From an optimization exercise on the open Yosys and OpenROAD flow, aimed at small area, a short achievable clock period and few clock cycles; shortcuts taken in it are not production practice. Only simulation tests tie the RTL to the original design; equivalence was not proved. No activity file was given, so power comes from the tool's default toggle rates.

**design/flow/flow/run.sh**
```bash
#!/bin/bash
set -euo pipefail
bash standard.sh \
  SETUP_SLACK_MARGIN=5.42 \
  TNS_END_PERCENT=100 \
  "BUFFER_PORTS_ARGS=-buffer_cell sky130_fd_sc_hd__buf_1" \
  "CTS_ARGS=-sink_clustering_enable -repair_clock_nets -dont_use_dummy_load -sink_clustering_size 27 -sink_clustering_max_diameter 150" \
  finish > flow.log 2>&1
```
**design/flow/standard.sh**
```bash
#!/bin/bash
# synth_recipe.tcl (not shown) runs the flow's synth.tcl, then flattens the netlist and writes it again
# the make line also repeats each setting of config.mk as NAME=value (left out here)
make -C /OpenROAD-flow-scripts/flow DESIGN_CONFIG=/design/flow/config.mk WORK_HOME=/design/flow/orfs CLKGATE_MAP_FILE= SYNTH_SCRIPT=/design/flow/synth_recipe.tcl "${@:-finish}"
```
**design/flow/config.mk**
```make
export PLATFORM = sky130hd
export DESIGN_NAME = emem_ctrl
export DESIGN_NICKNAME = emem_ctrl
export VERILOG_FILES = /design/flow/design.v
export SDC_FILE = /design/flow/constraint.sdc
export NUM_CORES = 4
export LEC_CHECK = 0
export CAP_MARGIN = 20
export CORE_MARGIN = 2
export CORE_UTILIZATION = 50
export PLACE_DENSITY = 0.65
export SETUP_SLACK_MARGIN = 5
export SLEW_MARGIN = 20
export TNS_END_PERCENT = 100
```
**design/flow/constraint.sdc**
```tcl
create_clock -name core_clock -period 8.0 [get_ports {wr_clk}]
set_input_delay 1.6000 -clock core_clock [delete_from_list [all_inputs] [get_ports {wr_clk}]]
set_output_delay 1.6000 -clock core_clock [all_outputs]
set_load 0.01 [all_outputs]
```
**design/flow/design.v**
```verilog
package emem_pkg;
  localparam int idx_w = 5;
  localparam int addr_w = 7;
  localparam int num_banks = 4;
  localparam int block_bytes = 32;
  localparam int data_bytes = block_bytes - 1;
  localparam logic [7:0] saved_byte = 8'h00;
  localparam logic [7:0] erased_byte = 8'hff;
endpackage
`timescale 1ns/1ps
module emem_program #(
  parameter int NUM_BANKS = emem_pkg::num_banks
) (
  input  logic                   wr_clk,
  input  logic                   reset,
  input  logic                   wr_start,
  input  logic                   rd_start,
  input  logic                   rd_busy,
  input  logic [NUM_BANKS-1:0]   bank_sel,
  output logic [NUM_BANKS-1:0]   prog_we,
  output logic                   wr_accept,
  output logic                   wr_busy,
  output logic                   wr_done
);
  logic busy_q;
  assign wr_accept = wr_start && !rd_start && !rd_busy && !busy_q;
  assign prog_we = {NUM_BANKS{wr_start && !rd_start}} & bank_sel;
  always_ff @(posedge wr_clk or negedge reset)
  begin
    if (!reset)
      busy_q <= 1'b0;
    else
      busy_q <= wr_accept;
  end
  assign wr_busy = busy_q;
  assign wr_done = busy_q;
endmodule
`timescale 1ns/1ps
module emem_array #(
  parameter int NUM_BANKS = emem_pkg::num_banks
) (
  input  logic                                   wr_clk,
  input  logic                                   em_clear,
  input  logic [NUM_BANKS-1:0]                   prog_we,
  input  logic [emem_pkg::data_bytes*8-1:0]      prog_data,
  input  logic [NUM_BANKS-1:0]                   rd_bank,
  input  logic [emem_pkg::data_bytes-1:0]        rd_byte,
  output logic [7:0]                             rd_data,
  output logic [NUM_BANKS-1:0]                   lead
);
  localparam int NBYTES = emem_pkg::data_bytes;
  localparam int W      = NBYTES * 8;
  logic [W-1:0]           cells [NUM_BANKS];
  logic [NUM_BANKS-1:0]   mark_erased;
  logic                   clear_q;
  always_ff @(posedge wr_clk)
  begin
    clear_q <= em_clear;
  end
  always_ff @(posedge wr_clk)
  begin
    for (int b = 0; b < NUM_BANKS; b++)
    begin
      cells[b]       <= (cells[b] | {W{clear_q}}) & (prog_data | {W{!prog_we[b]}});
      mark_erased[b] <= (mark_erased[b] | clear_q) & !prog_we[b];
    end
  end
  always_comb
  begin
    for (int b = 0; b < NUM_BANKS; b++)
    begin
      lead[b] = !clear_q && !em_clear;
      for (int k = 0; k <= b; k++)
        lead[b] = lead[b] && !mark_erased[k];
      if (b + 1 < NUM_BANKS)
        lead[b] = lead[b] && mark_erased[b+1];
    end
  end
  logic [7:0] bank_data [NUM_BANKS];
  always_comb
  begin
    for (int b = 0; b < NUM_BANKS; b++)
    begin
      bank_data[b] = '0;
      for (int j = 0; j < NBYTES; j++)
        bank_data[b] = bank_data[b] | ({8{rd_byte[j]}} & cells[b][j*8 +: 8]);
    end
    rd_data = '0;
    for (int b = 0; b < NUM_BANKS; b++)
      rd_data = rd_data | ({8{rd_bank[b]}} & bank_data[b]);
  end
endmodule
`timescale 1ns/1ps
module emem_restore #(
  parameter int NUM_BANKS = emem_pkg::num_banks,
  parameter int CNT_W = $clog2(NUM_BANKS + 1)
) (
  input  logic                   wr_clk,
  input  logic                   reset,
  input  logic                   rd_start,
  input  logic                   wr_busy,
  input  logic                   wr_accept,
  input  logic [NUM_BANKS-1:0]   lead,
  input  logic [7:0]             rd_data,
  output logic [NUM_BANKS-1:0]   rd_bank,
  output logic [emem_pkg::data_bytes-1:0] rd_byte,
  output logic [NUM_BANKS-1:0]   bank_sel,
  output logic                   rd_busy,
  output logic                   rd_done,
  output logic                   init_load,
  output logic [4:0]             init_index,
  output logic [7:0]             init_data,
  output logic [CNT_W-1:0]       em_bank,
  output logic                   em_full
);
  logic              rd_accept;
  logic              found;
  logic [CNT_W-1:0]  lead_cnt;
  logic [CNT_W-1:0]  bank_count;
  logic [CNT_W-1:0]  count_next;
  logic              busy_next;
  logic              load_next;
  logic              done_next;
  assign rd_accept = rd_start && !rd_busy && !wr_busy;
  always_ff @(posedge wr_clk)
  begin
    rd_bank <= lead;
  end
  assign found = |rd_bank;
  always_comb
  begin
    lead_cnt = '0;
    for (int b = 0; b < NUM_BANKS; b++)
      if (rd_bank[b])
        lead_cnt = CNT_W'(b + 1);
  end
  always_comb
  begin
    count_next = bank_count;
    if (rd_accept)
      count_next = lead_cnt;
    else if (wr_accept && (bank_count != CNT_W'(NUM_BANKS)))
      count_next = bank_count + CNT_W'(1);
  end
  assign busy_next = rd_accept || (rd_busy && !rd_done);
  assign load_next = (rd_accept && found) || (init_load && !rd_done);
  assign done_next = (rd_accept && !found) || (init_load && rd_byte[emem_pkg::data_bytes-1]);
  always_ff @(posedge wr_clk or negedge reset)
  begin
    if (!reset)
    begin
      bank_count <= '0;
      bank_sel   <= '0;
      rd_busy    <= 1'b0;
      rd_done    <= 1'b0;
      init_load  <= 1'b0;
    end
    else
    begin
      bank_count <= count_next;
      for (int b = 0; b < NUM_BANKS; b++)
        bank_sel[b] <= !busy_next && !wr_accept && (count_next == CNT_W'(b));
      rd_busy    <= busy_next;
      rd_done    <= done_next;
      init_load  <= load_next;
    end
  end
  always_ff @(posedge wr_clk)
  begin
    rd_byte   <= load_next ? {rd_byte[emem_pkg::data_bytes-2:0], 1'b0} :
                             emem_pkg::data_bytes'(1);
    init_index <= init_load ? init_index + 5'd1 : 5'd0;
    init_data <= rd_data;
  end
  assign em_bank    = bank_count;
  assign em_full    = bank_count[CNT_W-1];
endmodule
`timescale 1ns/1ps
module emem_ctrl #(
  parameter int NUM_BANKS = emem_pkg::num_banks
) (
  input  logic          wr_clk,
  input  logic          reset,
  input  logic          em_clear,
  input  logic          rd_start,
  input  logic          wr_start,
  input  logic [247:0]  em_data,
  output logic          rd_busy,
  output logic          wr_busy,
  output logic          rd_done,
  output logic          wr_done,
  output logic          init_load,
  output logic [4:0]    init_index,
  output logic [7:0]    init_data,
  output logic [2:0]    em_bank,
  output logic          em_full
);
  localparam int CNT_W = $clog2(NUM_BANKS + 1);
  logic [NUM_BANKS-1:0] prog_we;
  logic                 wr_accept;
  logic [NUM_BANKS-1:0] bank_sel;
  logic [NUM_BANKS-1:0] rd_bank;
  logic [emem_pkg::data_bytes-1:0] rd_byte;
  logic [7:0]           rd_data;
  logic [NUM_BANKS-1:0] lead;
  emem_program #(
    .NUM_BANKS   (NUM_BANKS)
  ) u_program (
    .wr_clk      (wr_clk),
    .reset       (reset),
    .wr_start    (wr_start),
    .rd_start    (rd_start),
    .rd_busy     (rd_busy),
    .bank_sel    (bank_sel),
    .prog_we     (prog_we),
    .wr_accept   (wr_accept),
    .wr_busy     (wr_busy),
    .wr_done     (wr_done)
  );
  emem_array #(
    .NUM_BANKS   (NUM_BANKS)
  ) u_array (
    .wr_clk      (wr_clk),
    .em_clear    (em_clear),
    .prog_we     (prog_we),
    .prog_data   (em_data),
    .rd_bank     (rd_bank),
    .rd_byte     (rd_byte),
    .rd_data     (rd_data),
    .lead        (lead)
  );
  emem_restore #(
    .NUM_BANKS   (NUM_BANKS),
    .CNT_W       (CNT_W)
  ) u_restore (
    .wr_clk      (wr_clk),
    .reset       (reset),
    .rd_start    (rd_start),
    .wr_busy     (wr_busy),
    .wr_accept   (wr_accept),
    .lead        (lead),
    .rd_data     (rd_data),
    .rd_bank     (rd_bank),
    .rd_byte     (rd_byte),
    .bank_sel    (bank_sel),
    .rd_busy     (rd_busy),
    .rd_done     (rd_done),
    .init_load   (init_load),
    .init_index  (init_index),
    .init_data   (init_data),
    .em_bank     (em_bank),
    .em_full     (em_full)
  );
endmodule
```
==> impl_metrics.json <==
{
  "finalCritPeriodShare_pct": 35.31,
  "place_inst": 4055,
  "place.detailed.hpwl_microns": 105300,
  "power_frac_clock_pct": 32.3,
  "io_buffers": 274,
  "skew_ps": 67.14,
  "synthFlopType": "dfxtp_1",
  "grt_pass1_vias": 28780,
  "htreeDepth": 2,
  "peakVddDrop_mv": 0.1691,
  "synth_area_leader_cell": "dfxtp_1",
  "die_area_sq_um": 75710,
  "synthXorXnorAreaFrac_pct": 0.1429,
  "insertion_delay_ps": 650,
  "combPwrFrac_pct": 4.1,
  "vias_per_cell": 7.638,
  "syn_avg_cell_area_sq_um": 11.81,
  "hold-path-endpoint": "u_restore.rd_bank[3]$_DFF_P_",
  "drt_wl_total_microns": 173500,
  "async_flop_share_pct": 1.042,
  "synth-simple-area-share_pct": 2.886,
  "cp-end-kind": "output pin",
  "worst_pin_slew_ps": 1377,
  "max_slew_margin_pct": 8.204,
  "synth_top_area_share_pct": 56.91,
  "start_kind": "flip-flop",
  "synth_fp_nets": 3369,
  "reg2reg_depth": 5,
  "timing.rr.start": "u_restore.rd_byte[23]$_SDFF_PP0_",
  "grt_antenna_before_repair": 69,
  "p_sw_share_pct": 23.31,
  "ys_warn_count": 5,
  "via_count": 32400,
  "min_from": "u_array.mark_erased[3]$_DFF_P_",
  "synthAdderAreaFrac_pct": 0.1021,
  "ff2ff_setup_slack_ps": 5270,
  "synth_top_cells_by_count": "dfxtp_1, o22a_1, a22oi_1, clkbuf_1, buf_2",
  "cts_hold_buf": 0,
  "io_pins": 275,
  "final_max_slew_viol_count": 0,
  "p_int_mw": 6.335,
  "path_class": "flip-flop to output pin",
  "setup_ws_ps": 5176,
  "outcome": "no timing/DRC/antenna violations",
  "grtUsageTotal_pct": 41.64,
  "finalInstanceArea_sq_um": 41040,
  "die_h_microns": 275.2,
  "p_switching_mw": 1.925,
  "grt_max_degree": 240,
  "p_seq_share_pct": 63.7,
  "drcViolationCount": 0,
  "post_dp_cell_area_sq_um": 38090,
  "place.gp.congestion": 0.9578,
  "start_util_pct": 50.47,
  "cap_violations": 0,
  "hold_path.class": "flip-flop to flip-flop",
  "rows": 99,
  "ys_ff_latch": 1056,
  "final_layout_size_suffix_gt1_share_pct": 7.611,
  "path_delay_family": "flip-flops",
  "cpPeakStageDelay_ps": 450,
  "antenna_left": 0,
  "clockBufferDepth": 3,
  "seq_area_frac_synth_pct": 57.65,
  "yosysMostFrequentCell": "dfxtp_1",
  "dp_slack_ps": 3790,
  "p_leak_nw": 13.37,
  "r2r-end": "u_restore.init_data[3]$_DFF_P_",
  "syn-instance-count": 3113,
  "cts-buffers-inserted": 45,
  "clk_pin_slew_ps": 100,
  "first_iter_violations": 5707,
  "syn_area_sq_um": 36760,
  "cp_cell_sequence": "buf_6",
  "dr.pass1.iters": 7,
  "crit_slowest_cell": "dfrtp_2",
  "min_period_ps": 2824,
  "cts_root_buf": "clkbuf_16",
  "synthMuxAreaShare_pct": 0,
  "fmax_ghz": 0.3540,
  "cts.sinks": 1056,
  "avgRoutedWirePerCell_microns": 40.91,
  "power-per-cell-area_nw_per_um2": 201.3,
  "final_cells": 4242,
  "fin_nets": 3490,
  "overflow": 0,
  "path_max_fanout": 3,
  "final.setup.tns_ps": 0,
  "cts_tree": "yes",
  "ys_types": 38,
  "hold_viol": 0,
  "synthToLayoutAreaGrowth_pct": 11.64,
  "ys_top_cells_by_area": "dfxtp_1, o22a_1, a22oi_1",
  "setup_violations": 0,
  "die_w_microns": 275.2,
  "synth_edf_count": 0,
  "critPathRequiredTime_ps": 6400,
  "rsz0062_at_grt": "yes",
  "critical_path_buf_inv_count": 1,
  "synth_compound_area_share_pct": 35.23,
  "coreArea_sq_um": 72830,
  "power.total_mw": 8.260,
  "holdPathStages": 1,
  "synth_top_family_by_area": "compound AO/OA/AOI/OAI gates",
  "cp.arrival_ps": 1220,
  "grt_pass1_wl_microns": 222600
}
[placed cells by master, fill, tap and decap left out, types with 2 or more instances in the layout]
cell,n
o22a_1,992
nor2_1,10
inv_1,5
bufbuf_16,2
dfxtp_1,1025
clkbuf_16,63
xor2_1,3
buf_2,5
a222oi_1,32
ha_1,3
xnor2_1,3
and2_1,31
o21a_1,5
buf_6,32
diode_2,51
dfxtp_4,3
a221oi_1,98
dfxtp_2,17
clkbuf_2,5
buf_12,9
o41ai_1,20
nand4_1,73
a22o_1,99
buf_16,10
o21ai_0,13
nand2_4,8
buf_1,252
dfrtp_2,2
dfrtp_1,9
nand2_1,5
buf_4,63
buf_8,5
a22oi_1,252
nand3_1,45
nand2_8,13
nor2b_1,2
[repair_timing]
item | in CTS | in global routing
gates cloned | 14 | 45
gates resized for setup | 72 | 29
pin swaps | 9 | 3
setup buffers | 26 | 6
endpoints found under the setup margin | 1020 | 772
endpoints found under the hold margin | 0 | 0
[power by group through the flow]
stage | logic [mW] | registers [mW] | clock network, mW
2_1_floorplan | 0.0895 | 5.38 | 0
3_3_place_gp | 0.287 | 5.38 | 0
3_5_place_dp | 0.289 | 5.38 | 0
4_1_cts | 0.303 | 5.26 | 2.65
5_1_grt | 0.330 | 5.26 | 2.83
6_report | 0.335 | 5.26 | 2.66
[sequential cells by signal, indices dropped and copies added (netlist names)]
| signal | flops |
|---|---|
| u_restore.rd_byte | 31 |
| u_program.busy_q | 1 |
| u_restore.bank_count | 3 |
| u_restore.bank_sel | 4 |
| u_restore.init_load | 1 |
| u_restore.rd_done | 1 |
| u_restore.init_data | 8 |
| u_restore.rd_bank | 4 |
| u_array.mark_erased | 4 |
| u_array.clear_q | 1 |
| u_restore.init_index | 5 |
| u_array.cells | 992 |
| u_restore.rd_busy | 1 |
[kinds of logic after synthesis]
| logic type | count (synthesis) |
|---|---|
| compound gates | 1517 |
| xor+xnor | 6 |
| fa+ha+maj | 3 |
| buf+inv | 349 |
| flops | 1056 |
| simple gates | 182 |
[worst max-delay path by stage]
stage | startpoint | end | slack [ps] | depth (start not counted)
floorplan | rd_start | u_restore.bank_sel[1]$_DFF_PN0_ | 5290 | 5
global placement | rd_start | u_array.cells[2][81]$_DFF_P_ | 3870 | 5
detailed placement | rd_start | u_array.cells[2][149]$_DFF_P_ | 3790 | 5
CTS | u_program.busy_q$_DFF_PN0_ | wr_done | 5170 | 1
global route | u_program.busy_q$_DFF_PN0_ | wr_busy | 5150 | 1
finish | u_program.busy_q$_DFF_PN0_ | wr_busy | 5180 | 1
[layer usage]
metal	GRT usage, %	part of all wire, %	up-vias
met5	0	0.10	-
met4	30.44	8.7	26
li1	-	-	12840
met3	11.34	13	586
met1	53.69	37	16510
met2	59.87	42	2446
[layout make-up]
| type | instances | area, sq um |
|---|---|---|
| tap | 959 | 1200 |
| fill | 6249 | 31790 |
| inverter | 5 | 18.77 |
| sequential | 1056 | 21230 |
| antenna | 51 | 127.6 |
| timing repair buffer | 401 | 2875 |
| multi-input combinational | 1725 | 14460 |
| clock buffer | 45 | 1126 |
[through the flow]
stage	util [%]	hold slack (ps)
floorplan	-	413.0
global placement	52.30	426.9
detailed placement	52.30	436.9
CTS	54.87	454.1
global route	56.31	473.5
finish	56.35	454.6
Testbench counts, summed over its fixed seeds: cycles 9,354.

port drivers added, routing unchanged:
Ports are ideal in the flow. The routed layout listed here was re-timed in OpenROAD.
Step 1 (the two cells are an assumption about what drives the block):
set clk [get_ports {wr_clk}]
set_driving_cell -lib_cell sky130_fd_sc_hd__clkbuf_16 $clk
set_driving_cell -lib_cell sky130_fd_sc_hd__buf_2 [delete_from_list [all_inputs] $clk]
Step 2, shift: input delay + t, output delay - t, t = (earliest + latest rising clock arrival at the registers) / 2. This alone moves slack from input paths to output paths.
Slacks: no drivers / after step 1 / after step 2; pairs: no drivers / after step 1.
t (ns): 0.693
setup WS [ns]: 5.176 / 5.099 / 4.694
worst setup path at the end: input to register
clock arrival spread, ns: 0.067 / 0.068
After both steps this run still meets setup and hold. The setup slack of this run moves by -0.077 ns with the drivers and by -0.482 ns with both steps.
